From an optimization exercise on the open Yosys and OpenROAD flow, aimed at small area and a short achievable clock period; shortcuts taken in it are not production practice.
Only simulation tests tie the RTL to the original design; equivalence was not proved.
Power and IR drop assume default switching activity.

==> flow/design.v <==
package dbg_pkg;
	typedef logic [7:0] sample_t;
	typedef logic [31:0] count_t;
	typedef logic [3:0] ir_t;
	typedef enum logic [3:0] {
		TEST_LOGIC_RESET,
		RUN_TEST_IDLE,
		SELECT_DR,
		CAPTURE_DR,
		SHIFT_DR,
		EXIT1_DR,
		PAUSE_DR,
		EXIT2_DR,
		UPDATE_DR,
		SELECT_IR,
		CAPTURE_IR,
		SHIFT_IR,
		EXIT1_IR,
		PAUSE_IR,
		EXIT2_IR,
		UPDATE_IR
	} tap_state_t;
	localparam ir_t IR_IDCODE   = 4'h1;
	localparam ir_t IR_CTRL     = 4'h2;
	localparam ir_t IR_STATUS   = 4'h3;
	localparam ir_t IR_MEM_ADDR = 4'h4;
	localparam ir_t IR_MEM_DATA = 4'h5;
	localparam ir_t IR_BYPASS   = 4'hF;
	localparam logic [31:0] IDCODE_VAL = 32'h1DB9_0A5F;
	localparam int CTRL_W   = 8;
	localparam int STATUS_W = 65;
	localparam int DR_MAX_W = 65;
endpackage
`timescale 1ns/1ns
`default_nettype none
module debug_top #(
	parameter int ADDR_W = 6
) (
	input wire logic clk,
	input wire logic reset_i,
	input wire logic tck_i,
	input wire logic tms_i,
	input wire logic tdi_i,
	output logic tdo_o,
	input wire logic rx_bit_i,
	input wire logic rx_valid_i,
	input wire dbg_pkg::sample_t sample_i,
	input wire logic sample_valid_i
);
	localparam int DRW = dbg_pkg::DR_MAX_W;
	localparam int DEPTH = 2 ** ADDR_W;
	logic [1:0] tck_sync_q;
	logic [1:0] tms_sync_q;
	logic [1:0] tdi_sync_q;
	logic rise_q;
	logic fall_q;
	always_ff @(posedge clk) begin
		if (reset_i) begin
			tck_sync_q <= '0;
			tms_sync_q <= '1;
			tdi_sync_q <= '0;
			rise_q <= 1'b0;
			fall_q <= 1'b0;
		end else begin
			tck_sync_q <= {tck_sync_q[0], tck_i};
			tms_sync_q <= {tms_sync_q[0], tms_i};
			tdi_sync_q <= {tdi_sync_q[0], tdi_i};
			rise_q <= tck_sync_q[0] & ~tck_sync_q[1];
			fall_q <= ~tck_sync_q[0] & tck_sync_q[1];
		end
	end
	wire tms = tms_sync_q[1];
	wire tdi = tdi_sync_q[1];
	dbg_pkg::tap_state_t state_q;
	dbg_pkg::tap_state_t state_d;
	always_comb begin
		case (state_q)
			dbg_pkg::TEST_LOGIC_RESET: state_d = tms ? dbg_pkg::TEST_LOGIC_RESET : dbg_pkg::RUN_TEST_IDLE;
			dbg_pkg::RUN_TEST_IDLE:    state_d = tms ? dbg_pkg::SELECT_DR : dbg_pkg::RUN_TEST_IDLE;
			dbg_pkg::SELECT_DR:        state_d = tms ? dbg_pkg::SELECT_IR : dbg_pkg::CAPTURE_DR;
			dbg_pkg::CAPTURE_DR,
			dbg_pkg::SHIFT_DR:         state_d = tms ? dbg_pkg::EXIT1_DR : dbg_pkg::SHIFT_DR;
			dbg_pkg::EXIT1_DR:         state_d = tms ? dbg_pkg::UPDATE_DR : dbg_pkg::PAUSE_DR;
			dbg_pkg::PAUSE_DR:         state_d = tms ? dbg_pkg::EXIT2_DR : dbg_pkg::PAUSE_DR;
			dbg_pkg::EXIT2_DR:         state_d = tms ? dbg_pkg::UPDATE_DR : dbg_pkg::SHIFT_DR;
			dbg_pkg::SELECT_IR:        state_d = tms ? dbg_pkg::TEST_LOGIC_RESET : dbg_pkg::CAPTURE_IR;
			dbg_pkg::CAPTURE_IR,
			dbg_pkg::SHIFT_IR:         state_d = tms ? dbg_pkg::EXIT1_IR : dbg_pkg::SHIFT_IR;
			dbg_pkg::EXIT1_IR:         state_d = tms ? dbg_pkg::UPDATE_IR : dbg_pkg::PAUSE_IR;
			dbg_pkg::PAUSE_IR:         state_d = tms ? dbg_pkg::EXIT2_IR : dbg_pkg::PAUSE_IR;
			dbg_pkg::EXIT2_IR:         state_d = tms ? dbg_pkg::UPDATE_IR : dbg_pkg::SHIFT_IR;
			default:                   state_d = tms ? dbg_pkg::SELECT_DR : dbg_pkg::RUN_TEST_IDLE;
		endcase
	end
	wire st_tlr    = (state_q == dbg_pkg::TEST_LOGIC_RESET);
	wire st_cap_dr = (state_q == dbg_pkg::CAPTURE_DR);
	wire st_sh_dr  = (state_q == dbg_pkg::SHIFT_DR);
	wire st_upd_dr = (state_q == dbg_pkg::UPDATE_DR);
	wire st_cap_ir = (state_q == dbg_pkg::CAPTURE_IR);
	wire st_sh_ir  = (state_q == dbg_pkg::SHIFT_IR);
	wire st_upd_ir = (state_q == dbg_pkg::UPDATE_IR);
	logic [DRW-1:0] dr_sr;
	logic [DRW-1:0] dr_cap;
	dbg_pkg::ir_t ir_q;
	logic [6:0] shift_cnt_q;
	logic [7:0] first_q;
	logic [7:0] upd_val;
	always_ff @(posedge clk) begin
		if (rise_q) begin
			if (st_cap_ir)
				dr_sr <= {4'b0001, {(DRW - 4){1'b0}}};
			else if (st_cap_dr)
				dr_sr <= dr_cap;
			else if (st_sh_dr || st_sh_ir)
				dr_sr <= {tdi, dr_sr[DRW-1:1]};
		end
	end
	always_ff @(posedge clk) begin
		if (rise_q && st_cap_dr) begin
			shift_cnt_q <= '0;
			first_q <= '0;
		end else if (rise_q && st_sh_dr) begin
			if (shift_cnt_q != 7'(DRW))
				shift_cnt_q <= shift_cnt_q + 1'b1;
			if (shift_cnt_q[6:3] == 4'd0)
				first_q[shift_cnt_q[2:0]] <= tdi;
		end
	end
	assign upd_val = (shift_cnt_q == 7'(DRW)) ? dr_sr[7:0] : first_q;
	wire is_idcode = (ir_q == dbg_pkg::IR_IDCODE);
	wire is_ctrl   = (ir_q == dbg_pkg::IR_CTRL);
	wire is_status = (ir_q == dbg_pkg::IR_STATUS);
	wire is_addr   = (ir_q == dbg_pkg::IR_MEM_ADDR);
	wire is_data   = (ir_q == dbg_pkg::IR_MEM_DATA);
	wire is_bypass = (ir_q == dbg_pkg::IR_BYPASS);
	always_ff @(posedge clk) begin
		if (reset_i) begin
			state_q <= dbg_pkg::TEST_LOGIC_RESET;
			ir_q <= dbg_pkg::IR_IDCODE;
			tdo_o <= 1'b0;
		end else begin
			if (st_tlr)
				ir_q <= dbg_pkg::IR_IDCODE;
			if (rise_q) begin
				state_q <= state_d;
				if (st_upd_ir)
					ir_q <= dr_sr[DRW-1:DRW-4];
			end
			if (fall_q) begin
				if (st_sh_ir)
					tdo_o <= dr_sr[DRW-4];
				else if (st_sh_dr)
					tdo_o <= is_bypass ? dr_sr[DRW-1] : dr_sr[0];
				else
					tdo_o <= 1'b0;
			end
		end
	end
	logic [7:1] ctrl_q;
	logic cap_arm_q;
	logic rd_req_q;
	logic [ADDR_W-1:0] rd_addr_q;
	dbg_pkg::sample_t data_q;
	logic wr_en_q;
	logic cap_done_q;
	dbg_pkg::count_t correct_q;
	dbg_pkg::count_t total_q;
	wire upd = rise_q && st_upd_dr;
	wire rd_grant = rd_req_q && !wr_en_q;
	always_ff @(posedge clk) begin
		if (reset_i) begin
			ctrl_q <= '0;
			cap_arm_q <= 1'b0;
			rd_req_q <= 1'b0;
			rd_addr_q <= '0;
		end else begin
			cap_arm_q <= 1'b0;
			if (upd && is_ctrl) begin
				ctrl_q <= upd_val[7:1];
				cap_arm_q <= upd_val[0];
			end
			if (rd_grant)
				rd_req_q <= 1'b0;
			if (upd && is_addr) begin
				rd_addr_q <= upd_val[ADDR_W-1:0];
				rd_req_q <= 1'b1;
			end
		end
	end
	always_comb begin
		dr_cap = '0;
		if (is_idcode)
			dr_cap[31:0] = dbg_pkg::IDCODE_VAL;
		else if (is_ctrl)
			dr_cap[7:0] = {ctrl_q, 1'b0};
		else if (is_status)
			dr_cap = {cap_done_q, correct_q, total_q};
		else if (is_addr)
			dr_cap[ADDR_W-1:0] = rd_addr_q;
		else if (is_data)
			dr_cap[7:0] = data_q;
	end
	dbg_pkg::sample_t mem [DEPTH];
	dbg_pkg::sample_t wr_data_q;
	logic cap_active_q;
	logic [ADDR_W-1:0] wr_ptr_q;
	always_ff @(posedge clk) begin
		if (wr_en_q)
			mem[wr_ptr_q] <= wr_data_q;
	end
	always_ff @(posedge clk) begin
		if (rd_grant)
			data_q <= mem[rd_addr_q];
	end
	wire cap_take = cap_active_q && sample_valid_i;
	always_ff @(posedge clk) begin
		wr_data_q <= sample_i;
		if (reset_i) begin
			cap_active_q <= 1'b0;
			wr_ptr_q <= '1;
			wr_en_q <= 1'b0;
			cap_done_q <= 1'b0;
		end else begin
			wr_en_q <= 1'b0;
			if (cap_arm_q) begin
				cap_active_q <= 1'b1;
				wr_ptr_q <= '1;
				cap_done_q <= 1'b0;
			end else if (cap_take) begin
				wr_en_q <= 1'b1;
				wr_ptr_q <= wr_ptr_q + 1'b1;
				if (wr_ptr_q == ADDR_W'(DEPTH - 2)) begin
					cap_active_q <= 1'b0;
					cap_done_q <= 1'b1;
				end
			end
		end
	end
	logic [6:0] hist_q;
	logic [2:0] seen_q;
	wire predicted = hist_q[5] ^ hist_q[6];
	wire primed = (seen_q == 3'd7);
	always_ff @(posedge clk) begin
		if (reset_i || !ctrl_q[1]) begin
			hist_q <= '0;
			seen_q <= '0;
			correct_q <= '0;
			total_q <= '0;
		end else if (rx_valid_i) begin
			hist_q <= {hist_q[5:0], rx_bit_i};
			if (primed) begin
				total_q <= total_q + 1'b1;
				if (rx_bit_i == predicted)
					correct_q <= correct_q + 1'b1;
			end else begin
				seen_q <= seen_q + 1'b1;
			end
		end
	end
endmodule
`default_nettype wire
==> flow/run.sh <==
#!/bin/bash
# synth_recipe.tcl (not shown) runs the flow's synth.tcl, then flattens the netlist and writes it again
# the make line also repeats each setting of config.mk as NAME=value (left out here)
make -C /OpenROAD-flow-scripts/flow DESIGN_CONFIG=/design/flow/config.mk WORK_HOME=/design/flow/orfs CLKGATE_MAP_FILE= SYNTH_SCRIPT=/design/flow/synth_recipe.tcl finish
==> flow/config.mk <==
export PLATFORM = sky130hd
export DESIGN_NAME = debug_top
export DESIGN_NICKNAME = debug_top
export VERILOG_FILES = /design/flow/design.v
export SDC_FILE = /design/flow/constraint.sdc
export NUM_CORES = 4
export LEC_CHECK = 0
export CAP_MARGIN = 20
export CORE_MARGIN = 2
export CORE_UTILIZATION = 50
export CTS_BUF_LIST = sky130_fd_sc_hd__clkbuf_16
export CTS_CLUSTER_DIAMETER = 80
export CTS_CLUSTER_SIZE = 25
export SETUP_SLACK_MARGIN = 3.9
export SLEW_MARGIN = 20
==> flow/constraint.sdc <==
create_clock -name core_clock -period 6.0 [get_ports {clk}]
set_input_delay 1.2000 -clock core_clock [delete_from_list [all_inputs] [get_ports {clk}]]
set_output_delay 1.2000 -clock core_clock [all_outputs]
set_load 0.01 [all_outputs]
==> results of run 1 <==
## kinds of logic (layout without fill, tap and decap cells)
logic type                 after synthesis  count (layout)  share of synthesized area (%)
and+or+nand+nor                        507             513                           8.42
DFF                                    723             723                           70.0
muxes                                  169             169                           11.1
adders and majority gates               11              11                          0.474
AOI/OAI and AO/OA                      272             272                           6.23
xor gates and xnor gates                59              59                           1.83
buffers and inverters                  136             202                           1.86
## through the flow
step           setup slack [ps]  hold WS, ps  instances  power (W)
6_report                   3550          411       2714    0.00854
5_1_grt                    3490          431       2714    0.00879
4_1_cts                    3440          420       2700    0.00862
3_5_place_dp               2140          395       2576    0.00562
3_3_place_gp               2230          399       2576    0.00561
2_1_floorplan              3350          383       1877    0.00557
## per-layer routing
metal	wire length, um	global-route usage, %	share of wire (%)	up-vias
met4	2110	7.71	3.2	0
met5	0	0	0	-
met3	2880	2.57	4.3	105
li1	-	-	-	7406
met2	32300	36.0	49	402
met1	29000	31.9	44	8504
## power by group through the flow
stage / Clock (W) / Combinational, W / Sequential (W)
floorplan: 0 / 0.0000244 / 0.00554
global placement: 0 / 0.0000897 / 0.00552
detailed placement: 0 / 0.0000946 / 0.00552
CTS: 0.00311 / 0.0000995 / 0.00541
global route: 0.00328 / 0.000109 / 0.00541
finish: 0.00304 / 0.0000992 / 0.00540
## flip-flops by register name, summed over array words and instances, names as in the netlist, 7 cells and up
register / flops
mem: 512
correct_q: 32
total_q: 32
shift_cnt_q: 7
data_q: 8
hist_q: 7
dr_sr: 65
first_q: 8
wr_data_q: 8
ctrl_q: 7
## placed cells by master, fill, tap and decap left out, types with 14 or more instances in the layout
cell         n
edfxtp_1   585
nor2_1     164
mux4_2     122
dfxtp_1    112
a22oi_1     72
nand2_1     66
buf_4       60
a21oi_1     56
nor2_4      52
clkbuf_16   43
mux2i_1     36
xnor2_1     36
inv_1       29
nand3_1     27
o21ai_0     23
nand4_1     23
nor3_1      21
xor2_1      19
dfxtp_2     19
or3_1       17
a211oi_1    15
buf_12      14
## what timing repair did
action | 4_1_cts | 5_1_grt
gates resized for setup | 224 | 64
pin swaps | 23 | 25
endpoints found under the setup margin | 698 | 415
gates cloned | 11 | 0
buffers inserted | 47 | 14
## cell type report
cell class,instances,share of cell area [%]
Timing Repair Buffer,117,4.15
Tap cell,765,2.86
Multi-Input combinational cell,1024,28.0
Clock inverter,23,0.643
Clock buffer,43,3.22
Sequential cell,723,60.9
Inverter,19,0.213
## worst max-delay path: stages, from the launching register on
cell	delay [ps]
dfxtp_4	390
buf_12	150
buf_16	190
mux4_2	530
a22oi_1	290
nand2_1	200
a21oi_2	250
o22ai_2	120
## path summary, 6_finish.rpt
check                                                from             endpoint  slack, ps  cells past startpoint
worst min register to register   tck_sync_q[1]$_SDFF_PP0_    rise_q$_SDFF_PP0_        410                      1
worst min-delay path             tck_sync_q[1]$_SDFF_PP0_    rise_q$_SDFF_PP0_        410                      1
worst max-delay path            rd_addr_q[0]$_SDFFE_PP0P_  data_q[3]$_DFFE_PP_       3550                      7
worst max register to register  rd_addr_q[0]$_SDFFE_PP0P_  data_q[3]$_DFFE_PP_       3550                      7
==> results.tsv, run 1 <==
stage	metric	value	unit
power_and_ir_drop	ir_drop	0.302	mV
final_layout	multi_input_area	9380	um^2
floorplanning	die_h	245	um
floorplanning	start_util	50.4	%
setup_path	crit_fanout	16	
clocking	hold_buffers	0	
synthesis	ys_ff_latch	723	
synthesis	synth_edf_count	585	
timing	finalSetupTns	0	ps
timing	setup_viol	0	
final_layout	n_antenna_cell	0	
floorplanning	rows	88	
synthesis	yosysUniqueCellTypes	62	
power_and_ir_drop	pwr-share-clk	35.6	%
synthesis	synth_area	29000	um^2
final_layout	num-fill-cells	4380	
clocking	numCtsBuffers	38	
power_and_ir_drop	power_density	255	nW/um^2
synthesis	syn_area_per_cell	15.5	um^2
detailed_routing	totalWireLength	66300	um
setup_path	crit_type	flip-flop to flip-flop	
detailed_routing	ant_nets	0	
synthesis	yosysMostFrequentCell	edfxtp_1	
power_and_ir_drop	seqPwrFrac	63.3	%
synthesis	synthCells	1877	
detailed_routing	route.detailed.drc	0	
global_routing	grt_max_degree	66	
clocking	clock_latency	590	ps
detailed_routing	routedWlPerCell	24.4	um
clocking	clock-sinks	723	
setup_path	crit_required	6310	ps
power_and_ir_drop	combPwrFrac	1.2	%
detailed_routing	first_pass_iters	5	
timing	fin_skew	25.1	ps
floorplanning	die-area	60000	um^2
final_layout	final-seq-area	20400	um^2
min_path	hold_path_class	flip-flop to flip-flop	
final_layout	design_area	33500	um^2
synthesis	synthTopCellsByArea	edfxtp_1, dfxtp_1, mux4_2	
clocking	cts_tree	done	
final_layout	layout.nets	1950	
placed_design	port_buffers	16	
outcome	status	no timing/DRC/antenna violations	
synthesis	synth_top_cell_area_share	60.5	%
placed_design	gp_congestion	0.825	
timing	worst_pin_slew	892	ps
final_layout	drive_above_1_share	25.9	%
synthesis	synth_top_cell_by_area	edfxtp_1	
global_routing	grt_pass1_vias	16200	
placed_design	place_area	30300	um^2
synthesis	yosysSeqAreaShare	70.0	%
global_routing	grt_first_pass_wirelength	101000	um
power_and_ir_drop	p_leak	10.3	nW
clocking	cts_buffer_depth	3	
synthesis	ys_top_cells_by_count	edfxtp_1, nor2_1, dfxtp_1	
job	cap_viol_max_count	0	
setup_path	end_kind	flip-flop	
detailed_routing	via_count	16400	
global_routing	grt-ovfl-total	0	
detailed_routing	dr.first_iter.drc_count	1560	
global_routing	antenna_found_initial	0	
timing	fin_crit_sh	40.9	%
final_layout	utilization	58.1	%
timing	maxSlewHeadroom	40.3	%
floorplanning	design.core.area	57600	um^2
floorplanning	io_pins	17	
floorplanning	fp.dieW	245	um
timing	final.min_clock_period	2450	ps
clocking	clock-root-buffer	clkbuf_16	
clocking	clk_pin_slew_worst_paths	100	ps
global_routing	grt_use_total	22.4	%
synthesis	ys.flop_type	edfxtp_1	
timing	hold_viol	0	
timing	drv_slew	0	
setup_path	crit_path_start_kind	flip-flop	
power_and_ir_drop	p_int	0.00684	W
placed_design	hpwlAfterDp	37300	um
setup_path	cp.arrival	2760	ps
synthesis	synth_nets	1904	
final_layout	syn_to_final_growth	15.3	%
power_and_ir_drop	p_sw_share	20.0	%
clocking	cts_max_level	2	
timing	max_freq	408	MHz
synthesis	ys_warn_count	1	
synthesis	synthArstFlopShare	0	%
timing	rsz0062_at_grt	yes	
detailed_routing	routed_via_density	6.05	
power_and_ir_drop	netSwitchingPower	0.00170	W
==> inputs of run 2 (changes only) <==
--- a/flow/config.mk
+++ b/flow/config.mk
@@ -7,7 +7,7 @@
 export LEC_CHECK = 0
 export CAP_MARGIN = 20
 export CORE_MARGIN = 2
-export CORE_UTILIZATION = 50
+export CORE_UTILIZATION = 65
 export CTS_BUF_LIST = sky130_fd_sc_hd__clkbuf_16
 export CTS_CLUSTER_DIAMETER = 80
 export CTS_CLUSTER_SIZE = 25
==> run 2 against run 1 <==
Against the previous run:
- still clean
- first-iteration DRC count up 26%
- via count up 2.8%
- core utilization up 18 points
- sequential share of layout area down 0.093 points
- clock skew down 4.3 ps
- cell count down 5.9%
- clock-buffer cell count down 8
- non-clock buffer count up 19
- final area up 0.20%
- flip-flop and latch count unchanged
- sequential power about the same
- largest power group unchanged
==> results.tsv, run 2 <==
stage	metric	value	unit
outcome	status	no timing/DRC/antenna violations	
clocking	clk_pin_slew_worst_paths	100	ps
placed_design	gp_congestion	0.826	
detailed_routing	first_pass_iters	8	
synthesis	ys.flop_type	edfxtp_1	
synthesis	syn_area_per_cell	15.5	um^2
detailed_routing	routedWlPerCell	26.3	um
synthesis	yosysSeqAreaShare	70.0	%
power_and_ir_drop	seqPwrFrac	66.8	%
setup_path	cp_slowest_cell	mux4_2	
global_routing	met1_usage	41.7	%
setup_path	crit_path_start	rd_addr_q[0]$_SDFFE_PP0P_	
setup_path	timing.rr.end	data_q[5]$_DFFE_PP_	
power_and_ir_drop	combPwrFrac	0.9	%
final_layout	layout_common_cells	edfxtp_1, nor2_1, mux4_2, dfxtp_1, buf_4	
setup_path	critical_path_cell_count	7	
synthesis	ys_warn_count	1	
final_layout	largest-register	mem	
synthesis	synthArstFlopShare	0	%
setup_path	crit_path_start_kind	flip-flop	
detailed_routing	route.detailed.drc	0	
final_layout	drive_above_1_share	27.9	%
detailed_routing	dr.first_iter.drc_count	1967	
global_routing	grt_use_total	29.3	%
timing	max_freq	426	MHz
synthesis	synthTopCellsByArea	edfxtp_1, dfxtp_1, mux4_2	
synthesis	synthCells	1877	
placed_design	place_area	30100	um^2
detailed_routing	via_count	16900	
timing	rsz0062_at_grt	yes	
timing	worst_pin_slew	804	ps
placed_design	post-place-cells	2398	
synthesis	yosysUniqueCellTypes	62	
timing	maxSlewHeadroom	46.4	%
final_layout	n_antenna_cell	0	
setup_path	cp.arrival	2660	ps
floorplanning	start_util	65.8	%
synthesis	yosysMostFrequentCell	edfxtp_1	
final_layout	largest_registers	mem (512), dr_sr (65)	
floorplanning	design.core.area	44100	um^2
synthesis	ys_top_cells_by_count	edfxtp_1, nor2_1, dfxtp_1	
final_layout	num-fill-cells	2656	
power_and_ir_drop	ir_drop	0.301	mV
setup_path	cp_cell_sequence	buf_12 > buf_16 > mux4_2 > a22oi_1 > a21oi_1 > a21oi_2 > o22ai_1	
setup_path	worstReg2RegStart	rd_addr_q[0]$_SDFFE_PP0P_	
setup_path	crit_required	6310	ps
global_routing	grt_pass1_vias	16600	
clocking	clock-sinks	723	
clocking	numCtsBuffers	35	
global_routing	grt_use_met3	4.25	%
detailed_routing	routed_via_density	6.61	
clocking	cts_buffer_depth	3	
synthesis	synth_area	29000	um^2
final_layout	layout_commonest_cell	edfxtp_1	
global_routing	grt_max_degree	66	
power_and_ir_drop	netSwitchingPower	0.00162	W
floorplanning	io_pins	17	
timing	fin_skew	20.8	ps
power_and_ir_drop	p_leak	10.3	nW
global_routing	grt_first_pass_wirelength	102000	um
job	cap_viol_max_count	0	
final_layout	utilization	76.0	%
timing	final.min_clock_period	2350	ps
final_layout	design_area	33500	um^2
setup_path	critPathMaxStageDelay	510	ps
synthesis	synth_edf_count	585	
floorplanning	rows	77	
floorplanning	fp.dieW	215	um
final_layout	final-seq-area	20400	um^2
synthesis	synth_nets	1904	
final_layout	multi_input_area	9640	um^2
setup_path	r2r_slack	3650	ps
floorplanning	die_h	215	um
final_layout	layout.nets	1966	
final_layout	fin_cells	2555	
timing	finalSetupTns	0	ps
clocking	clock-root-buffer	clkbuf_16	
placed_design	port_buffers	16	
clocking	hold_buffers	0	
final_layout	syn_to_final_growth	15.5	%
timing	setup_viol	0	
timing	drv_slew	0	
setup_path	endpoint	data_q[5]$_DFFE_PP_	
clocking	clock_latency	590	ps
synthesis	synth_top_cell_by_area	edfxtp_1	
setup_path	crit_family	compound AO/OA/AOI/OAI gates	
timing	hold_viol	0	
clocking	cts_max_level	2	
clocking	cts_tree	done	
power_and_ir_drop	p_int	0.00651	W
min_path	hold_path_class	flip-flop to flip-flop	
placed_design	hpwlAfterDp	36300	um
detailed_routing	ant_nets	0	
power_and_ir_drop	p_sw_share	19.9	%
synthesis	synth_top_cell_area_share	60.5	%
final_layout	largest_reg_flops	512	
global_routing	use_met2	48.3	%
timing	fin_hold_ws	411	ps
global_routing	antenna_found_initial	0	
power_and_ir_drop	power_density	242	nW/um^2
detailed_routing	totalWireLength	67200	um
setup_path	crit_type	flip-flop to flip-flop	
setup_path	end_kind	flip-flop	
synthesis	ys_ff_latch	723	
floorplanning	die-area	46400	um^2
setup_path	r2r_cells	7	
power_and_ir_drop	pwr-share-clk	32.3	%
global_routing	grt-busiest-layer	met2	
setup_path	crit_fanout	6	
setup_path	critPathBufInv	2	
global_routing	grt-ovfl-total	0	
timing	fin_crit_sh	39.1	%
==> run 2: routing by layer <==
layer / part of all wire (%) / up-vias
li1: - / 7435
met4: 2.8 / 0
met1: 41 / 8663
met3: 7.0 / 116
met2: 49 / 667
met5: 0 / -
==> run 2: how the worst min path moves through the flow <==
| stage | from | to | slack [ps] | depth (start not counted) |
|---|---|---|---|---|
| global route | tck_sync_q[1]$_SDFF_PP0_ | rise_q$_SDFF_PP0_ | 440 | 1 |
| global placement | tck_sync_q[0]$_SDFF_PP0_ | fall_q$_SDFF_PP0_ | 400 | 1 |
| detailed placement | tck_sync_q[0]$_SDFF_PP0_ | fall_q$_SDFF_PP0_ | 400 | 1 |
| floorplan | tck_sync_q[1]$_SDFF_PP0_ | rise_q$_SDFF_PP0_ | 380 | 1 |
| finish | tck_sync_q[0]$_SDFF_PP0_ | fall_q$_SDFF_PP0_ | 410 | 1 |
| CTS | tck_sync_q[0]$_SDFF_PP0_ | fall_q$_SDFF_PP0_ | 410 | 1 |
==> run 2: cells by family after synthesis <==
group	count (synthesis)	synth area share (%)
multiplexers	169	11.1
adder cells (fa/ha/maj)	11	0.474
flip-flops	723	70.0
AO/OA/AOI/OAI	272	6.23
buffers and inverters	136	1.86
XOR/XNOR	59	1.83
AND/OR/NAND/NOR	507	8.42
==> run 2: cell type report <==
type                    count  area share, %
flip-flops and latches    723           60.8
well taps                 592           2.21
repair buffers            136           5.06
multi-input cells        1024           28.7
inverters                  19          0.213
clock buffers              35           2.61
clock inverters            26          0.358
==> run 2: worst register-to-register path, cell delays in order, from the launching register on <==
cell and delay [ps]:
dfxtp_4 460, buf_12 180, buf_16 150, mux4_2 530, a22oi_1 310, a21oi_1 130
a21oi_2 200, o22ai_1 130
==> run 2: stage by stage <==
stage / worst slack, ps / total power (W)
6_report: 3650 / 0.00813
2_1_floorplan: 3350 / 0.00557
5_1_grt: 3590 / 0.00833
3_3_place_gp: 2250 / 0.00561
3_5_place_dp: 2210 / 0.00561
4_1_cts: 3580 / 0.00815
==> run 2: timing repair <==
item / 4_1_cts / 5_1_grt
setup buffers: 50 / 26
setup endpoints to repair: 680 / 477
resized for setup: 238 / 114
pin swaps: 37 / 30
gates cloned: 18 / 2
==> run 2: power by group through the flow <==
stage | logic, W | clock network (W) | registers, W
2_1_floorplan | 0.0000244 | 0 | 0.00554
3_3_place_gp | 0.0000598 | 0 | 0.00555
3_5_place_dp | 0.0000638 | 0 | 0.00555
4_1_cts | 0.0000666 | 0.00265 | 0.00543
5_1_grt | 0.0000750 | 0.00282 | 0.00544
6_report | 0.0000701 | 0.00263 | 0.00543
==> inputs of run 3 (changes only) <==
--- a/flow/config.mk
+++ b/flow/config.mk
@@ -7,7 +7,7 @@
 export LEC_CHECK = 0
 export CAP_MARGIN = 20
 export CORE_MARGIN = 2
-export CORE_UTILIZATION = 65
+export CORE_UTILIZATION = 60
 export CTS_BUF_LIST = sky130_fd_sc_hd__clkbuf_16
 export CTS_CLUSTER_DIAMETER = 80
 export CTS_CLUSTER_SIZE = 25
==> run 3 against run 2 <==
Against the previous run:
- final area shrank 0.73%
- die area increased by 8.2%
- core utilization decreased by 6.3 points
- synthesized area is the same
- routed wire length shrank 3.5%
- global-route usage is 2.9 points lower
- sequential share of layout area increased by 0.41 points
- critical path type unchanged
- critical endpoint is now data_q[0]$_DFFE_PP_
- highest routed layer unchanged
==> results.tsv, run 3 <==
stage	metric	value	unit
timing	final.min_clock_period	2320	ps
clocking	cts_max_level	2	
synthesis	ys_ff_latch	723	
floorplanning	die_h	224	um
synthesis	synth_top_cell_area_share	60.5	%
synthesis	yosysSeqAreaShare	70.0	%
floorplanning	design.core.area	47700	um^2
clocking	clock_latency	610	ps
floorplanning	die-area	50100	um^2
outcome	status	no timing/DRC/antenna violations	
synthesis	yosys.area_share.adder	0.474	%
final_layout	largest_reg_flops	512	
setup_path	crit_fanout	12	
synthesis	synth_area	29000	um^2
global_routing	antenna_found_initial	0	
synthesis	syn_area_per_cell	15.5	um^2
synthesis	synth-simple-area-share	8.42	%
detailed_routing	totalWireLength	64900	um
power_and_ir_drop	power_density	252	nW/um^2
timing	max_freq	431	MHz
final_layout	layout.nets	1941	
final_layout	layout_commonest_cell	edfxtp_1	
clocking	clk_pin_slew_worst_paths	80	ps
detailed_routing	ant_nets	0	
job	cap_viol_max_count	0	
synthesis	synth.area.mux_share	11.1	%
global_routing	grt-ovfl-total	0	
global_routing	grt_use_total	26.4	%
synthesis	synthArstFlopShare	0	%
clocking	clock-sinks	723	
timing	maxSlewHeadroom	46.2	%
timing	worst_pin_slew	808	ps
final_layout	num-fill-cells	3109	
detailed_routing	route.detailed.drc	0	
synthesis	ys.flop_type	edfxtp_1	
placed_design	gp_congestion	0.807	
synthesis	synth_top_cell_by_area	edfxtp_1	
setup_path	crit_type	flip-flop to flip-flop	
synthesis	synth_nets	1904	
detailed_routing	via_count	16300	
clocking	cts_tree	done	
setup_path	end_kind	flip-flop	
min_path	hold_path_class	flip-flop to flip-flop	
global_routing	grt_first_pass_wirelength	98500	um
final_layout	drive_above_1_share	27.4	%
placed_design	pre_cts_ws	2180	ps
synthesis	ys_warn_count	1	
floorplanning	rows	80	
floorplanning	start_util	60.8	%
final_layout	final-seq-area	20400	um^2
setup_path	crit_required	6290	ps
final_layout	syn_to_final_growth	14.7	%
detailed_routing	dr.first_iter.drc_count	1664	
synthesis	synth-compound-area-share	6.23	%
timing	drv_slew	0	
final_layout	largest-register	mem	
timing	setup_viol	0	
final_layout	multi_input_area	9560	um^2
final_layout	n_antenna_cell	0	
synthesis	yosysUniqueCellTypes	62	
synthesis	synth_xor_area_share	1.83	%
final_layout	layout_common_cells	edfxtp_1, nor2_1, mux4_2, dfxtp_1, a22oi_1	
timing	rsz0062_at_grt	yes	
final_layout	largest_registers	mem (512), dr_sr (65)	
timing	finalSetupTns	0	ps
synthesis	synth_top_family_by_area	multiplexers	
detailed_routing	routedWlPerCell	25.4	um
clocking	clock-root-buffer	clkbuf_16	
global_routing	grt_pass1_vias	16000	
placed_design	port_buffers	16	
floorplanning	io_pins	17	
timing	fin_crit_sh	38.7	%
synthesis	synth_edf_count	585	
timing	setup_ws	3680	ps
detailed_routing	routed_via_density	6.39	
power_and_ir_drop	p_leak	10.2	nW
floorplanning	fp.dieW	224	um
synthesis	yosysMostFrequentCell	edfxtp_1	
global_routing	grt_max_degree	66	
detailed_routing	first_pass_iters	5	
placed_design	hpwlAfterDp	36600	um
synthesis	synthTopCellsByArea	edfxtp_1, dfxtp_1, mux4_2	
timing	hold_viol	0	
timing	fin_skew	26.1	ps
synthesis	ys_top_cells_by_count	edfxtp_1, nor2_1, dfxtp_1	
setup_path	crit_path_start_kind	flip-flop	
setup_path	cp.arrival	2610	ps
clocking	cts_buffer_depth	3	
clocking	numCtsBuffers	38	
synthesis	synthCells	1877	
power_and_ir_drop	total_power	0.00837	W
power_and_ir_drop	ir_drop	0.335	mV
## run 3: cell counts after synthesis
No cell type changed its count.
## run 3: cell families after synthesis
kind of cell / count (synthesis)
flops: 723
xor+xnor: 59
mux: 169
simple gates: 507
compound gates: 272
buf+inv: 136
fa+ha+maj: 11
## run 3: worst max-delay path, cell delays in order (launching register included)
cell	delay (ps)
dfxtp_4	370
buf_12	160
buf_12	170
buf_16	180
mux4_2	560
mux2i_1	200
a21oi_2	120
o21ai_2	110
o22ai_2	130
## run 3: where the power goes
group	switching (W)	internal, W
Combinational	0.0000588	0.0000230
Sequential	0.0000197	0.00540
Clock	0.00160	0.00127
## run 3: timing repair
action | CTS | global route
gates cloned | 10 | 0
pin swaps | 29 | 20
setup buffers | 35 | 18
gates resized for setup | 241 | 76
hold buffers | 0 | 0
endpoints found under the setup margin | 687 | 259
## run 3: stage by stage
| step | cell area [um^2] | utilization, % | instances | hold WS [ps] |
|---|---|---|---|---|
| after floorplan | 29500 | - | 1877 | 383 |
| after global placement | 30100 | 63.1 | 2426 | 394 |
| after detailed placement | 30100 | 63.1 | 2426 | 398 |
| after CTS | 32800 | 68.7 | 2536 | 413 |
| after global routing | 33300 | 69.7 | 2554 | 427 |
| final | 33300 | 69.7 | 2554 | 411 |
## run 3: path summary, 6_finish.rpt
path | start | endpoint | slack, ps | cells after the start
min reg2reg | tck_sync_q[0]$_SDFF_PP0_ | fall_q$_SDFF_PP0_ | 410 | 1
max | rd_addr_q[0]$_SDFFE_PP0P_ | data_q[0]$_DFFE_PP_ | 3680 | 8
max reg2reg | rd_addr_q[0]$_SDFFE_PP0P_ | data_q[0]$_DFFE_PP_ | 3680 | 8
min | tck_sync_q[0]$_SDFF_PP0_ | fall_q$_SDFF_PP0_ | 410 | 1
## run 3: area by class of cell
cell class / instances / share of cell area, %
Sequential cell: 723 / 61.2
Multi-Input combinational cell: 1022 / 28.7
Clock inverter: 24 / 0.477
Timing Repair Buffer: 110 / 3.97
Clock buffer: 41 / 3.08
Inverter: 19 / 0.214
Tap cell: 615 / 2.31
## run 3: per-layer routing
layer	vias up	wire [um]	track usage [%]
met3	94	4140	3.61
met4	0	1690	8.56
met5	-	0	0
met2	501	31700	42.4
li1	7368	-	-
met1	8367	27400	38.0
==> inputs of run 4 (changes only) <==
--- a/flow/config.mk
+++ b/flow/config.mk
@@ -11,5 +11,6 @@
 export CTS_BUF_LIST = sky130_fd_sc_hd__clkbuf_16
 export CTS_CLUSTER_DIAMETER = 80
 export CTS_CLUSTER_SIZE = 25
+export PLACE_DENSITY = 0.75
 export SETUP_SLACK_MARGIN = 3.9
 export SLEW_MARGIN = 20
==> run 4 against run 3 <==
Against the previous run:
- still clean on timing, DRC and antenna
- routed wire length up 1.8%
- synthesized area stayed put
- register-to-register slack worse by 30 ps
- cell count rose by 0.63%
- clock-buffer cell count shrank 4
==> results.tsv, run 4 <==
stage	metric	value	unit
outcome	status	no timing/DRC/antenna violations	
detailed_routing	first_pass_iters	5	
synthesis	ys_warn_count	1	
power_and_ir_drop	pwr-share-clk	33.5	%
final_layout	num-fill-cells	2965	
setup_path	crit_type	flip-flop to flip-flop	
synthesis	yosysMostFrequentCell	edfxtp_1	
global_routing	grt_max_degree	70	
power_and_ir_drop	p_int	0.00662	W
floorplanning	rows	80	
detailed_routing	routedWlPerCell	25.7	um
synthesis	yosysSeqAreaShare	70.0	%
final_layout	largest_reg_flops	512	
final_layout	n_antenna_cell	0	
detailed_routing	route.detailed.drc	0	
clocking	cts_tree	done	
min_path	hold_start	tck_sync_q[1]$_SDFF_PP0_	
floorplanning	io_pins	17	
synthesis	ys.flop_type	edfxtp_1	
synthesis	ys_ff_latch	723	
clocking	clock-root-buffer	clkbuf_16	
timing	rsz0062_at_grt	yes	
detailed_routing	totalWireLength	66000	um
final_layout	drive_above_1_share	28.0	%
clocking	clock_latency	600	ps
floorplanning	die_h	224	um
synthesis	synth_top_cell_area_share	60.5	%
final_layout	syn_to_final_growth	15.0	%
timing	hold_viol	0	
power_and_ir_drop	combPwrFrac	0.8	%
placed_design	gp_congestion	0.852	
synthesis	yosysUniqueCellTypes	62	
floorplanning	start_util	60.8	%
timing	setup_viol	0	
power_and_ir_drop	p_leak	10.3	nW
final_layout	layout_common_cells	edfxtp_1, nor2_1, mux4_2, dfxtp_1, buf_4	
final_layout	largest-register	mem	
floorplanning	die-area	50100	um^2
floorplanning	fp.dieW	224	um
setup_path	end_kind	flip-flop	
final_layout	layout_commonest_cell	edfxtp_1	
synthesis	synthTopCellsByArea	edfxtp_1, dfxtp_1, mux4_2	
power_and_ir_drop	power_density	248	nW/um^2
detailed_routing	dr.first_iter.drc_count	2081	
synthesis	synthCells	1877	
synthesis	synth_nets	1904	
timing	max_freq	426	MHz
timing	fin_crit_sh	39.1	%
synthesis	synthArstFlopShare	0	%
floorplanning	design.core.area	47700	um^2
min_path	min_to	rise_q$_SDFF_PP0_	
detailed_routing	routed_via_density	6.61	
clocking	numCtsBuffers	36	
setup_path	r2r_slack	3650	ps
timing	worst_pin_slew	848	ps
placed_design	port_buffers	16	
power_and_ir_drop	ir_drop	0.238	mV
clocking	hold_buffers	0	
detailed_routing	via_count	17000	
setup_path	crit_required	6280	ps
synthesis	syn_area_per_cell	15.5	um^2
min_path	whs_path_depth	1	
global_routing	grt_use_total	26.6	%
global_routing	grt_pass1_vias	16900	
clocking	clock-sinks	723	
final_layout	fin_cells	2570	
timing	finalSetupTns	0	ps
placed_design	post-place-cells	2419	
power_and_ir_drop	netSwitchingPower	0.00165	W
global_routing	antenna_found_initial	0	
synthesis	synth_area	29000	um^2
min_path	hold_path_class	flip-flop to flip-flop	
timing	final.min_clock_period	2350	ps
power_and_ir_drop	p_sw_share	19.9	%
detailed_routing	ant_nets	0	
placed_design	hpwlAfterDp	36100	um
setup_path	worstReg2RegStart	rd_addr_q[0]$_SDFFE_PP0P_	
setup_path	crit_fanout	10	
timing	fin_skew	31.3	ps
synthesis	synth_top_cell_by_area	edfxtp_1	
power_and_ir_drop	seqPwrFrac	65.8	%
final_layout	largest_registers	mem (512), dr_sr (65)	
timing	drv_slew	0	
setup_path	cp.arrival	2630	ps
synthesis	ys_top_cells_by_count	edfxtp_1, nor2_1, dfxtp_1	
job	cap_viol_max_count	0	
setup_path	timing.rr.end	data_q[1]$_DFFE_PP_	
synthesis	synth_edf_count	585	
clocking	cts_buffer_depth	3	
clocking	clk_pin_slew_worst_paths	100	ps
global_routing	grt_first_pass_wirelength	101000	um
setup_path	crit_path_start_kind	flip-flop	
setup_path	r2r_cells	7	
timing	maxSlewHeadroom	43.3	%
clocking	cts_max_level	2	
global_routing	grt-ovfl-total	0	
final_layout	layout.nets	1954	
## run 4: power groups by stage
stage / logic (W) / clock network [W] / registers [W]
2_1_floorplan: 0.0000244 / 0 / 0.00554
3_3_place_gp: 0.0000530 / 0 / 0.00555
3_5_place_dp: 0.0000560 / 0 / 0.00556
4_1_cts: 0.0000597 / 0.00280 / 0.00544
5_1_grt: 0.0000672 / 0.00296 / 0.00544
6_report: 0.0000622 / 0.00277 / 0.00544
## run 4: routing by layer
| metal | up-vias | track usage, % | wire length (um) |
|---|---|---|---|
| met1 | 8702 | 36.9 | 26000 |
| met2 | 727 | 43.6 | 33200 |
| met5 | - | 0 | 0 |
| met4 | 0 | 9.83 | 2220 |
| met3 | 134 | 3.78 | 4620 |
| li1 | 7416 | - | - |
## run 4: cell type report
class,count,area (um^2),share of cell area [%]
tap,615,769,2.31
sequential,723,20400,61.1
clock inverter,29,189,0.566
timing repair buffer,123,1400,4.21
inverter,19,71.3,0.214
multi-input combinational,1024,9620,28.8
clock buffer,37,926,2.78
## run 4: worst max-delay path by stage
stage | start | end | slack, ps | depth (start not counted)
after CTS | wr_ptr_q[1]$_SDFFE_PP1P_ | mem[54][0]$_DFFE_PP_ | 3560 | 3
final | rd_addr_q[0]$_SDFFE_PP0P_ | data_q[1]$_DFFE_PP_ | 3650 | 7
after detailed placement | rx_valid_i | correct_q[31]$_SDFFE_PP0P_ | 2200 | 6
after global routing | rd_addr_q[0]$_SDFFE_PP0P_ | data_q[7]$_DFFE_PP_ | 3630 | 8
after floorplan | rx_bit_i | correct_q[24]$_SDFFE_PP0P_ | 3350 | 6
after global placement | rx_valid_i | correct_q[27]$_SDFFE_PP0P_ | 2270 | 6
## run 4: cells by family (layout without fill, tap and decap cells)
| family | count (synthesis) | count (layout) | share of synthesized area [%] |
|---|---|---|---|
| flip-flops | 723 | 723 | 70.0 |
| XOR/XNOR | 59 | 59 | 1.83 |
| multiplexers | 169 | 169 | 11.1 |
| adder cells (fa/ha/maj) | 11 | 11 | 0.474 |
| AND/OR/NAND/NOR | 507 | 513 | 8.42 |
| buffers and inverters | 136 | 208 | 1.86 |
| AO/OA/AOI/OAI | 272 | 272 | 6.23 |
## run 4: stage by stage
stage	utilization (%)	worst slack [ps]	power, W	hold slack [ps]	area, um^2
CTS	68.3	3560	0.00830	420	32600
global route	69.9	3630	0.00847	449	33400
floorplan	-	3350	0.00557	383	29500
finish	69.9	3650	0.00827	418	33400
detailed placement	63.0	2200	0.00561	408	30100
global placement	63.0	2270	0.00561	392	30100
## run 4: critical path, stage by stage (launching register included)
cell and delay (ps):
dfxtp_4 380, buf_4 120, buf_8 140, buf_6 140
bufbuf_16 300, mux4_2 530, o22ai_1 270, o22ai_2 170
## run 4: timing repair
item                                    CTS  global route
pin swaps                                41            31
setup buffers                            43            27
gates resized for setup                 206           134
cloned                                   15             0
endpoints found under the setup margin  672           522
==> inputs of run 5 (changes only) <==
--- a/flow/config.mk
+++ b/flow/config.mk
@@ -11,6 +11,5 @@
 export CTS_BUF_LIST = sky130_fd_sc_hd__clkbuf_16
 export CTS_CLUSTER_DIAMETER = 80
 export CTS_CLUSTER_SIZE = 25
-export PLACE_DENSITY = 0.75
-export SETUP_SLACK_MARGIN = 3.9
+export SETUP_SLACK_MARGIN = 4.3
 export SLEW_MARGIN = 20
==> run 5 against run 4 <==
Against the previous run:
- register-to-register slack lost 20 ps
- cell count rose by 5.4%
- power up 1.8%
- global-route usage grew 1.7 points
- flip-flop and latch count unchanged
- synthesized area did not move
- clock power rose by 5%
- largest power group unchanged
- non-clock buffer count increased by 137
- clock skew down 11 ps
- routed wire length grew 12%
==> results.tsv, run 5 <==
stage	metric	value	unit
outcome	status	no timing/DRC/antenna violations	
placed_design	gp_congestion	0.787	
power_and_ir_drop	ir_drop	0.244	mV
global_routing	grt_first_pass_wirelength	106000	um
synthesis	synth_xor_area_share	1.83	%
setup_path	cp_slowest_cell	mux4_2	
clocking	clock_latency	590	ps
final_layout	layout_common_cells	edfxtp_1, nor2_1, mux4_2, buf_4, dfxtp_1	
global_routing	grt_use_total	28.4	%
synthesis	syn_area_per_cell	15.5	um^2
timing	fin_skew	20.4	ps
timing	max_freq	422	MHz
timing	worst_pin_slew	927	ps
synthesis	synthArstFlopShare	0	%
synthesis	ys_warn_count	1	
setup_path	worstReg2RegStart	rd_addr_q[0]$_SDFFE_PP0P_	
job	cap_viol_max_count	0	
synthesis	ys.flop_type	edfxtp_1	
power_and_ir_drop	p_leak	11.7	nW
power_and_ir_drop	total_power	0.00842	W
floorplanning	start_util	60.8	%
min_path	hold_path_class	flip-flop to flip-flop	
timing	setup_viol	0	
clocking	numCtsBuffers	37	
setup_path	r2r_slack	3630	ps
synthesis	yosysSeqAreaShare	70.0	%
timing	rsz0062_at_grt	yes	
final_layout	largest_registers	mem (512), dr_sr (65)	
synthesis	synth-simple-area-share	8.42	%
global_routing	grt-ovfl-total	0	
detailed_routing	first_pass_iters	6	
setup_path	timing.rr.end	data_q[7]$_DFFE_PP_	
setup_path	endpoint	data_q[7]$_DFFE_PP_	
power_and_ir_drop	power_density	231	nW/um^2
final_layout	largest_reg_flops	512	
detailed_routing	m1WireLength	30100	um
timing	final.min_clock_period	2370	ps
synthesis	synth.area.mux_share	11.1	%
setup_path	cp_common_cell	buf_12	
clocking	clk_pin_slew_worst_paths	90	ps
placed_design	post-place-cells	2417	
floorplanning	rows	80	
synthesis	yosysMostFrequentCell	edfxtp_1	
synthesis	synthCells	1877	
synthesis	synth_top_cell_by_area	edfxtp_1	
setup_path	crit_path_start	rd_addr_q[0]$_SDFFE_PP0P_	
final_layout	fin_cells	2710	
final_layout	drive_above_1_share	39.6	%
timing	fin_hold_ws	417	ps
detailed_routing	totalWireLength	74200	um
floorplanning	die-area	50100	um^2
clocking	clock-sinks	723	
final_layout	multi_input_area	10500	um^2
floorplanning	design.core.area	47700	um^2
detailed_routing	via_count	17800	
timing	fin_crit_sh	39.5	%
timing	drv_slew	0	
global_routing	antenna_found_initial	0	
synthesis	synth_top_cell_area_share	60.5	%
detailed_routing	ant_nets	0	
synthesis	ys_ff_latch	723	
setup_path	r2r_cells	8	
synthesis	yosys.area_share.adder	0.474	%
synthesis	yosysUniqueCellTypes	62	
detailed_routing	routed_via_density	6.58	
setup_path	crit_path_start_kind	flip-flop	
global_routing	grt_max_degree	66	
clocking	clock-root-buffer	clkbuf_16	
setup_path	critPathMaxStageDelay	520	ps
timing	hold_viol	0	
synthesis	synth_area	29000	um^2
placed_design	hpwlAfterDp	36300	um
detailed_routing	dr.first_iter.drc_count	2012	
synthesis	ys_top_cells_by_count	edfxtp_1, nor2_1, dfxtp_1	
detailed_routing	wl_met2	37000	um
clocking	cts_buffer_depth	3	
final_layout	layout.nets	2098	
final_layout	n_antenna_cell	0	
final_layout	layout_commonest_cell	edfxtp_1	
synthesis	synthTopCellsByArea	edfxtp_1, dfxtp_1, mux4_2	
detailed_routing	routedWlPerCell	27.4	um
placed_design	port_buffers	16	
setup_path	crit_required	6310	ps
final_layout	final-seq-area	20400	um^2
detailed_routing	highest_layer	met4	
min_path	whs_path_depth	1	
setup_path	cp.arrival	2680	ps
final_layout	syn_to_final_growth	25.4	%
setup_path	cp_cell_sequence	buf_12 > buf_12 > buf_16 > mux4_2 > a22oi_2 > nand2_1 > a211oi_2 > a21oi_2	
clocking	cts_tree	done	
floorplanning	io_pins	17	
final_layout	num-fill-cells	2705	
synthesis	synth_edf_count	585	
detailed_routing	wl_met3	4890	um
global_routing	grt_pass1_vias	16700	
floorplanning	die_h	224	um
timing	finalSetupTns	0	ps
setup_path	crit_type	flip-flop to flip-flop	
final_layout	largest-register	mem	
floorplanning	fp.dieW	224	um
setup_path	crit_fanout	8	
synthesis	synth_top_family_by_area	multiplexers	
timing	maxSlewHeadroom	38.0	%
detailed_routing	route.detailed.drc	0	
synthesis	synth_nets	1904	
clocking	cts_max_level	2	
synthesis	synth-compound-area-share	6.23	%
setup_path	end_kind	flip-flop	
-- run 5: metal layers --
layer  global-route usage (%)  vias up
met3                     3.48      141
met1                     40.8     9213
met5                        0        -
met2                     46.3      758
li1                         -     7711
met4                     8.41        0
-- run 5: repair_timing --
action,4_1_cts,5_1_grt
buffers inserted,137,55
gates cloned,23,15
hold buffers,0,0
gates resized for setup,332,212
pin swaps,130,122
setup endpoints to repair,770,508
-- run 5: logic make-up (layout without fill, tap and decap cells) --
kind of cell / Yosys count / after routing
flops: 723 / 723
fa+ha+maj: 11 / 11
mux: 169 / 169
buf+inv: 136 / 342
xor+xnor: 59 / 59
compound gates: 272 / 272
simple gates: 507 / 519
-- run 5: critical path: cells and delay by family (launching register included) --
| kind | cells | cell delay (ps) |
|---|---|---|
| compound gates | 3 | 590 |
| mux | 1 | 520 |
| buf+inv | 3 | 480 |
| flops | 1 | 390 |
| simple gates | 1 | 110 |
-- run 5: through the flow --
stage	utilization (%)	cell area [um^2]	setup WS, ps
after global routing	76.2	36400	3570
after global placement	63.6	30400	2210
after floorplan	-	30100	3350
final	76.2	36400	3630
after detailed placement	63.6	30400	2150
after CTS	72.6	34700	3600
-- run 5: worst min-delay path by stage --
stage                        startpoint                end  slack, ps
2_1_floorplan  tck_sync_q[1]$_SDFF_PP0_  rise_q$_SDFF_PP0_        380
6_report       tck_sync_q[1]$_SDFF_PP0_  rise_q$_SDFF_PP0_        420
5_1_grt        tck_sync_q[1]$_SDFF_PP0_  rise_q$_SDFF_PP0_        430
3_5_place_dp   tck_sync_q[1]$_SDFF_PP0_  rise_q$_SDFF_PP0_        410
4_1_cts        tck_sync_q[1]$_SDFF_PP0_  rise_q$_SDFF_PP0_        420
3_3_place_gp   tck_sync_q[1]$_SDFF_PP0_  rise_q$_SDFF_PP0_        400
-- run 5: area by class of cell --
| cell class | instances | area share, % |
|---|---|---|
| clock buffer | 39 | 2.68 |
| clock inverter | 24 | 0.543 |
| inverter | 19 | 0.203 |
| multi-input combinational | 1030 | 29.0 |
| sequential | 723 | 56.1 |
| tap | 615 | 2.11 |
| timing repair buffer | 260 | 9.34 |
-- run 5: power by group --
group,internal (W),leakage (nW),switching [W]
clock,0.00130,0.602,0.00160
combinational,0.0000400,4.74,0.0000706
sequential,0.00539,6.39,0.0000186
==> inputs of run 6 (changes only) <==
--- a/flow/config.mk
+++ b/flow/config.mk
@@ -11,5 +11,5 @@
 export CTS_BUF_LIST = sky130_fd_sc_hd__clkbuf_16
 export CTS_CLUSTER_DIAMETER = 80
 export CTS_CLUSTER_SIZE = 25
-export SETUP_SLACK_MARGIN = 4.3
+export SETUP_SLACK_MARGIN = 3.8
 export SLEW_MARGIN = 20
==> run 6 against run 5 <==
Against the previous run:
- worst hold slack better by 4.3 ps
- synthesized cell count stayed put
- largest cell class unchanged
- fmax is 3.3% lower
- register-to-register slack worse by 80 ps
- core utilization is 5.8 points lower
- synthesized area stayed put
- routed wire length is 10% lower
- critical path type unchanged
- cell count is 4.9% lower
- clock power is 5% higher
- power is 1.4% higher
==> results.tsv, run 6 <==
stage	metric	value	unit
detailed_routing	routed_via_density	6.44	
global_routing	grt_first_pass_wirelength	101000	um
power_and_ir_drop	seqPwrFrac	63.6	%
final_layout	layout.nets	1965	
setup_path	crit_path_start_kind	flip-flop	
floorplanning	die-area	50100	um^2
timing	setup_viol	0	
placed_design	hpwlAfterDp	36800	um
power_and_ir_drop	pwr-share-clk	35.6	%
synthesis	synth_nets	1904	
final_layout	syn_to_final_growth	15.8	%
synthesis	synth_top_cell_area_share	60.5	%
floorplanning	die_h	224	um
detailed_routing	via_count	16600	
clocking	clock-root-buffer	clkbuf_16	
power_and_ir_drop	ir_drop	0.282	mV
outcome	status	no timing/DRC/antenna violations	
timing	final.min_clock_period	2450	ps
final_layout	design_area	33600	um^2
synthesis	yosysUniqueCellTypes	62	
final_layout	drive_above_1_share	27.3	%
setup_path	crit_path_start	rd_addr_q[0]$_SDFFE_PP0P_	
detailed_routing	route.detailed.drc	0	
clocking	clock_latency	600	ps
setup_path	end_kind	flip-flop	
synthesis	ys_warn_count	1	
floorplanning	io_pins	17	
placed_design	gp_congestion	0.807	
global_routing	antenna_found_initial	0	
timing	finalSetupTns	0	ps
final_layout	n_antenna_cell	0	
placed_design	place_area	30100	um^2
power_and_ir_drop	power_density	254	nW/um^2
min_path	hold_start	tck_sync_q[1]$_SDFF_PP0_	
synthesis	synthTopCellsByArea	edfxtp_1, dfxtp_1, mux4_2	
clocking	clk_pin_slew_worst_paths	90	ps
setup_path	crit_type	flip-flop to flip-flop	
final_layout	layout_common_cells	edfxtp_1, nor2_1, mux4_2, dfxtp_1, buf_4	
synthesis	synth_top_cell_by_area	edfxtp_1	
power_and_ir_drop	p_sw_share	19.6	%
floorplanning	rows	80	
floorplanning	design.core.area	47700	um^2
final_layout	layout_commonest_cell	edfxtp_1	
detailed_routing	first_pass_iters	5	
clocking	clock-sinks	723	
floorplanning	fp.dieW	224	um
detailed_routing	ant_nets	0	
power_and_ir_drop	combPwrFrac	0.8	%
synthesis	yosysSeqAreaShare	70.0	%
timing	maxSlewHeadroom	32.8	%
final_layout	num-fill-cells	3125	
synthesis	ys.flop_type	edfxtp_1	
final_layout	largest_reg_flops	512	
floorplanning	start_util	60.8	%
clocking	cts_tree	done	
final_layout	largest-register	mem	
setup_path	crit_fanout	12	
synthesis	ys_top_cells_by_count	edfxtp_1, nor2_1, dfxtp_1	
job	cap_viol_max_count	0	
power_and_ir_drop	netSwitchingPower	0.00168	W
placed_design	port_buffers	16	
timing	worst_pin_slew	1000	ps
setup_path	worstReg2RegStart	rd_addr_q[0]$_SDFFE_PP0P_	
detailed_routing	totalWireLength	66700	um
global_routing	grt-ovfl-total	0	
synthesis	syn_area_per_cell	15.5	um^2
final_layout	largest_registers	mem (512), dr_sr (65)	
synthesis	synthArstFlopShare	0	%
synthesis	synthCells	1877	
clocking	cts_buffer_depth	3	
synthesis	yosysMostFrequentCell	edfxtp_1	
timing	rsz0062_at_grt	yes	
timing	hold_viol	0	
placed_design	post-place-cells	2420	
power_and_ir_drop	total_power	0.00854	W
setup_path	cp.arrival	2760	ps
detailed_routing	routedWlPerCell	25.9	um
timing	fin_crit_sh	40.9	%
synthesis	synth_area	29000	um^2
global_routing	grt_use_total	27.0	%
setup_path	crit_required	6310	ps
global_routing	grt_max_degree	66	
clocking	numCtsBuffers	38	
timing	fin_skew	21.9	ps
synthesis	synth_edf_count	585	
synthesis	ys_ff_latch	723	
timing	drv_slew	0	
global_routing	grt_pass1_vias	16300	
clocking	cts_max_level	2	
min_path	hold_path_class	flip-flop to flip-flop	
final_layout	fin_cells	2578	
timing	max_freq	408	MHz
power_and_ir_drop	p_int	0.00686	W
detailed_routing	dr.first_iter.drc_count	1765	
power_and_ir_drop	p_leak	10.3	nW
==> run 6: power groups by stage <==
stage                     Sequential, W  Clock, W  Combinational, W
final                           0.00543   0.00304         0.0000683
after global routing            0.00544   0.00324         0.0000745
after CTS                       0.00543   0.00308         0.0000685
after detailed placement        0.00555         0         0.0000640
after global placement          0.00555         0         0.0000615
after floorplan                 0.00554         0         0.0000244
==> run 6: per-stage QoR <==
step | worst slack, ps | util (%) | hold WS, ps
floorplan | 3350 | - | 383
global placement | 2210 | 63.0 | 400
detailed placement | 2110 | 63.0 | 398
CTS | 3530 | 69.0 | 418
global route | 3530 | 70.4 | 436
finish | 3550 | 70.4 | 422
==> run 6: critical path: stages, from the launching register on <==
cell and delay [ps]:
dfxtp_4 450, buf_12 130, buf_12 100, buf_16 150, mux4_2 500, a22oi_1 250
nand2_1 170, a211oi_2 310, a21oi_2 90
==> run 6: cell type report <==
class	count	area (um^2)	area share [%]
flip-flops and latches	723	20400	60.6
clock inverters	24	244	0.726
repair buffers	133	1710	5.09
multi-input cells	1023	9410	28.0
inverters	19	71.3	0.212
clock buffers	41	1030	3.05
well taps	615	769	2.29
==> run 6: cells by family after synthesis <==
family | Yosys count | synth area share, %
flops | 723 | 70.0
simple gates | 507 | 8.42
compound gates | 272 | 6.23
mux | 169 | 11.1
buf+inv | 136 | 1.86
xor+xnor | 59 | 1.83
fa+ha+maj | 11 | 0.474
==> run 6: repair_timing <==
item / in CTS / in global routing
pin swaps: 36 / 24
setup endpoints to repair: 626 / 548
resized for setup: 188 / 100
hold buffers: 0 / 0
cloned: 17 / 0
buffers inserted: 48 / 28
==> run 6: final timing paths <==
kind	to	slack [ps]	cells past startpoint
min	rise_q$_SDFF_PP0_	420	1
max reg2reg	data_q[2]$_DFFE_PP_	3550	8
min reg2reg	rise_q$_SDFF_PP0_	420	1
max	data_q[2]$_DFFE_PP_	3550	8
==> run 6: layer usage <==
| layer | up-vias | GRT usage, % | wire, um |
|---|---|---|---|
| li1 | 7445 | - | - |
| met1 | 8553 | 39.2 | 28400 |
| met2 | 495 | 43.7 | 33100 |
| met3 | 102 | 2.78 | 3300 |
| met4 | 0 | 8.56 | 1890 |
| met5 | - | 0 | 0 |
==> inputs of run 7 (changes only) <==
--- a/flow/config.mk
+++ b/flow/config.mk
@@ -9,7 +9,7 @@
 export CORE_MARGIN = 2
 export CORE_UTILIZATION = 60
 export CTS_BUF_LIST = sky130_fd_sc_hd__clkbuf_16
-export CTS_CLUSTER_DIAMETER = 80
-export CTS_CLUSTER_SIZE = 25
-export SETUP_SLACK_MARGIN = 3.8
+export CTS_CLUSTER_DIAMETER = 70
+export CTS_CLUSTER_SIZE = 20
+export SETUP_SLACK_MARGIN = 4.0
 export SLEW_MARGIN = 20
==> run 7 against run 6 <==
Against the previous run:
- synthesized cell count is the same
- global-route usage grew 0.089 points
- worst hold slack got worse by 11 ps
- sequential power about the same
- via count rose by 1.7%
- first-iteration DRC count is 8.4% lower
- register-to-register slack improved by 120 ps
- sequential share of layout area shrank 1.3 points
- clock power is essentially flat
- die area stayed put
- critical endpoint is now data_q[0]$_DFFE_PP_
- largest cell class unchanged
==> results.tsv, run 7 <==
stage	metric	value	unit
detailed_routing	routed_via_density	6.44	
synthesis	synth_nets	1904	
setup_path	end_kind	flip-flop	
global_routing	grt_first_pass_wirelength	101000	um
final_layout	largest_reg_flops	512	
synthesis	yosysUniqueCellTypes	62	
global_routing	grt_pass1_vias	16700	
synthesis	ys.flop_type	edfxtp_1	
synthesis	synthArstFlopShare	0	%
setup_path	critPathMaxStageDelay	550	ps
clocking	numCtsBuffers	44	
final_layout	layout_common_cells	edfxtp_1, nor2_1, mux4_2, dfxtp_1, buf_4	
synthesis	yosysSeqAreaShare	70.0	%
floorplanning	io_pins	17	
power_and_ir_drop	total_power	0.00856	W
outcome	status	no timing/DRC/antenna violations	
final_layout	syn_to_final_growth	18.3	%
clocking	hold_buffers	0	
setup_path	crit_type	flip-flop to flip-flop	
setup_path	cp_slowest_cell	mux4_2	
synthesis	syn_area_per_cell	15.5	um^2
power_and_ir_drop	ir_drop	0.276	mV
final_layout	largest_registers	mem (512), dr_sr (65)	
setup_path	cp_common_cell	buf_12	
timing	rsz0062_at_grt	yes	
floorplanning	start_util	60.8	%
global_routing	grt_use_total	27.0	%
synthesis	synth_top_cell_by_area	edfxtp_1	
synthesis	yosysMostFrequentCell	edfxtp_1	
job	cap_viol_max_count	0	
min_path	hold_path_class	flip-flop to flip-flop	
detailed_routing	routedWlPerCell	25.6	um
timing	fin_crit_sh	38.9	%
final_layout	utilization	71.9	%
power_and_ir_drop	power_density	249	nW/um^2
clocking	cts_buffer_depth	3	
timing	fin_skew	34.4	ps
floorplanning	design.core.area	47700	um^2
timing	finalSetupTns	0	ps
clocking	clock-sinks	723	
global_routing	antenna_found_initial	0	
power_and_ir_drop	p_leak	10.7	nW
global_routing	grt_max_degree	66	
final_layout	num-fill-cells	2996	
placed_design	post-place-cells	2424	
timing	setup_viol	0	
detailed_routing	dr.first_iter.drc_count	1617	
detailed_routing	first_pass_iters	5	
final_layout	n_antenna_cell	0	
timing	max_freq	429	MHz
detailed_routing	route.detailed.drc	0	
setup_path	cp_cell_sequence	buf_12 > buf_12 > buf_16 > mux4_2 > o221ai_4 > a21oi_2 > o21ai_1 > o22ai_1	
timing	fin_hold_ws	410	ps
placed_design	gp_congestion	0.816	
synthesis	synth_area	29000	um^2
global_routing	grt-ovfl-total	0	
floorplanning	die_h	224	um
placed_design	hpwlAfterDp	37100	um
floorplanning	rows	80	
synthesis	synth_top_cell_area_share	60.5	%
setup_path	crit_path_start_kind	flip-flop	
timing	worst_pin_slew	939	ps
clocking	clock_latency	610	ps
timing	drv_slew	0	
timing	maxSlewHeadroom	37.2	%
setup_path	cp.arrival	2640	ps
detailed_routing	via_count	16900	
floorplanning	fp.dieW	224	um
final_layout	layout.nets	1995	
final_layout	largest-register	mem	
synthesis	synthCells	1877	
final_layout	drive_above_1_share	29.0	%
synthesis	ys_top_cells_by_count	edfxtp_1, nor2_1, dfxtp_1	
detailed_routing	totalWireLength	67000	um
final_layout	layout_commonest_cell	edfxtp_1	
detailed_routing	ant_nets	0	
clocking	cts_tree	done	
synthesis	synth_edf_count	585	
floorplanning	die-area	50100	um^2
placed_design	port_buffers	16	
synthesis	ys_warn_count	1	
synthesis	ys_ff_latch	723	
setup_path	crit_fanout	7	
clocking	cts_max_level	2	
timing	hold_viol	0	
final_layout	fin_cells	2619	
clocking	clock-root-buffer	clkbuf_16	
timing	final.min_clock_period	2330	ps
synthesis	synthTopCellsByArea	edfxtp_1, dfxtp_1, mux4_2	
setup_path	crit_required	6310	ps
clocking	clk_pin_slew_worst_paths	80	ps
-- run 7: final cells by class --
cell class,count,area (um^2),area share (%)
clock inverters,36,180,0.525
multi-input cells,1023,9720,28.3
clock buffers,46,1150,3.35
inverters,19,71.3,0.208
well taps,615,769,2.24
repair buffers,157,2060,6.00
flip-flops and latches,723,20400,59.4
-- run 7: final timing paths --
kind / startpoint / to / slack, ps / cells after the start
worst max-delay path: rd_addr_q[0]$_SDFFE_PP0P_ / data_q[0]$_DFFE_PP_ / 3670 / 8
worst min-delay path: tck_sync_q[1]$_SDFF_PP0_ / rise_q$_SDFF_PP0_ / 410 / 1
worst max register to register: rd_addr_q[0]$_SDFFE_PP0P_ / data_q[0]$_DFFE_PP_ / 3670 / 8
worst min register to register: tck_sync_q[1]$_SDFF_PP0_ / rise_q$_SDFF_PP0_ / 410 / 1
-- run 7: cells by family (layout without fill, tap and decap cells) --
group	count (synthesis)	count (layout)	synth area share, %
fa+ha+maj	11	11	0.474
flops	723	723	70.0
xor+xnor	59	59	1.83
compound gates	272	273	6.23
mux	169	169	11.1
buf+inv	136	258	1.86
simple gates	507	511	8.42
-- run 7: metal layers --
metal | track usage (%) | vias to the layer above | wire, um
li1 | - | 7524 | -
met1 | 38.5 | 8681 | 27900
met2 | 44.3 | 563 | 33200
met3 | 3.55 | 102 | 4050
met4 | 8.28 | 0 | 1850
met5 | 0 | - | 0
-- run 7: report_power, final --
part,switching [W],internal (W),total (W)
clock network,0.00164,0.00141,0.00305
logic,0.0000587,0.0000284,0.0000871
registers,0.0000218,0.00540,0.00542
total,0.00172,0.00684,0.00856
-- run 7: what timing repair did --
action / CTS / global route
endpoints found under the setup margin: 716 / 539
setup buffers: 64 / 32
pin swaps: 40 / 31
cloned: 14 / 3
resized for setup: 254 / 110
-- run 7: worst max-delay path, delay by kind of cell, from the launching register on --
kind	cells	cell delay [ps]
muxes	1	550
buffers and inverters	3	450
DFF	1	390
AOI/OAI and AO/OA	4	620
-- run 7: metrics by stage --
stage | instance area [um^2] | worst slack [ps]
final | 34300 | 3670
after detailed placement | 30100 | 2170
after CTS | 33500 | 3720
after global routing | 34300 | 3610
after global placement | 30100 | 2220
after floorplan | 29500 | 3350

re-timing with driven ports:
The results above use ideal ports. As a check the final layouts listed here were re-extracted and re-timed, cells and wires unchanged.
Step 1 sets driving cells, clkbuf_16 on the clock port and buf_2 on the other inputs (assumed; they add their load-dependent delay and slew).
Step 2 times the ports against the registers' clock, not the clock port: input delays grow and output delays shrink by t, the midpoint of the rising clock arrivals with the driver on.
a / b / c = ideal ports / drivers / drivers and shift; a / b = the first two.
run	t (ns)	setup slack, ns	latest minus earliest clock arrival (ns)	slew at the worst register clock pin (ns)
run 1	0.647	3.549 / 3.549 / 3.103	0.028 / 0.028	0.10 / 0.10
run 2	0.638	3.653 / 3.653 / 3.214	0.024 / 0.024	0.10 / 0.10
run 3	0.655	3.679 / 3.679 / 3.193	0.027 / 0.027	0.10 / 0.10
run 4	0.647	3.652 / 3.652 / 3.078	0.035 / 0.035	0.10 / 0.10
run 5	0.647	3.628 / 3.628 / 3.049	0.022 / 0.023	0.10 / 0.10
run 6	0.648	3.547 / 3.547 / 3.148	0.026 / 0.026	0.10 / 0.10
run 7	0.658	3.668 / 3.668 / 3.188	0.041 / 0.040	0.09 / 0.09
After both steps setup and hold are still met in every run listed. For run 5, which loses most, drivers alone change the setup slack by 0.000 ns; drivers and shift together by -0.579 ns.
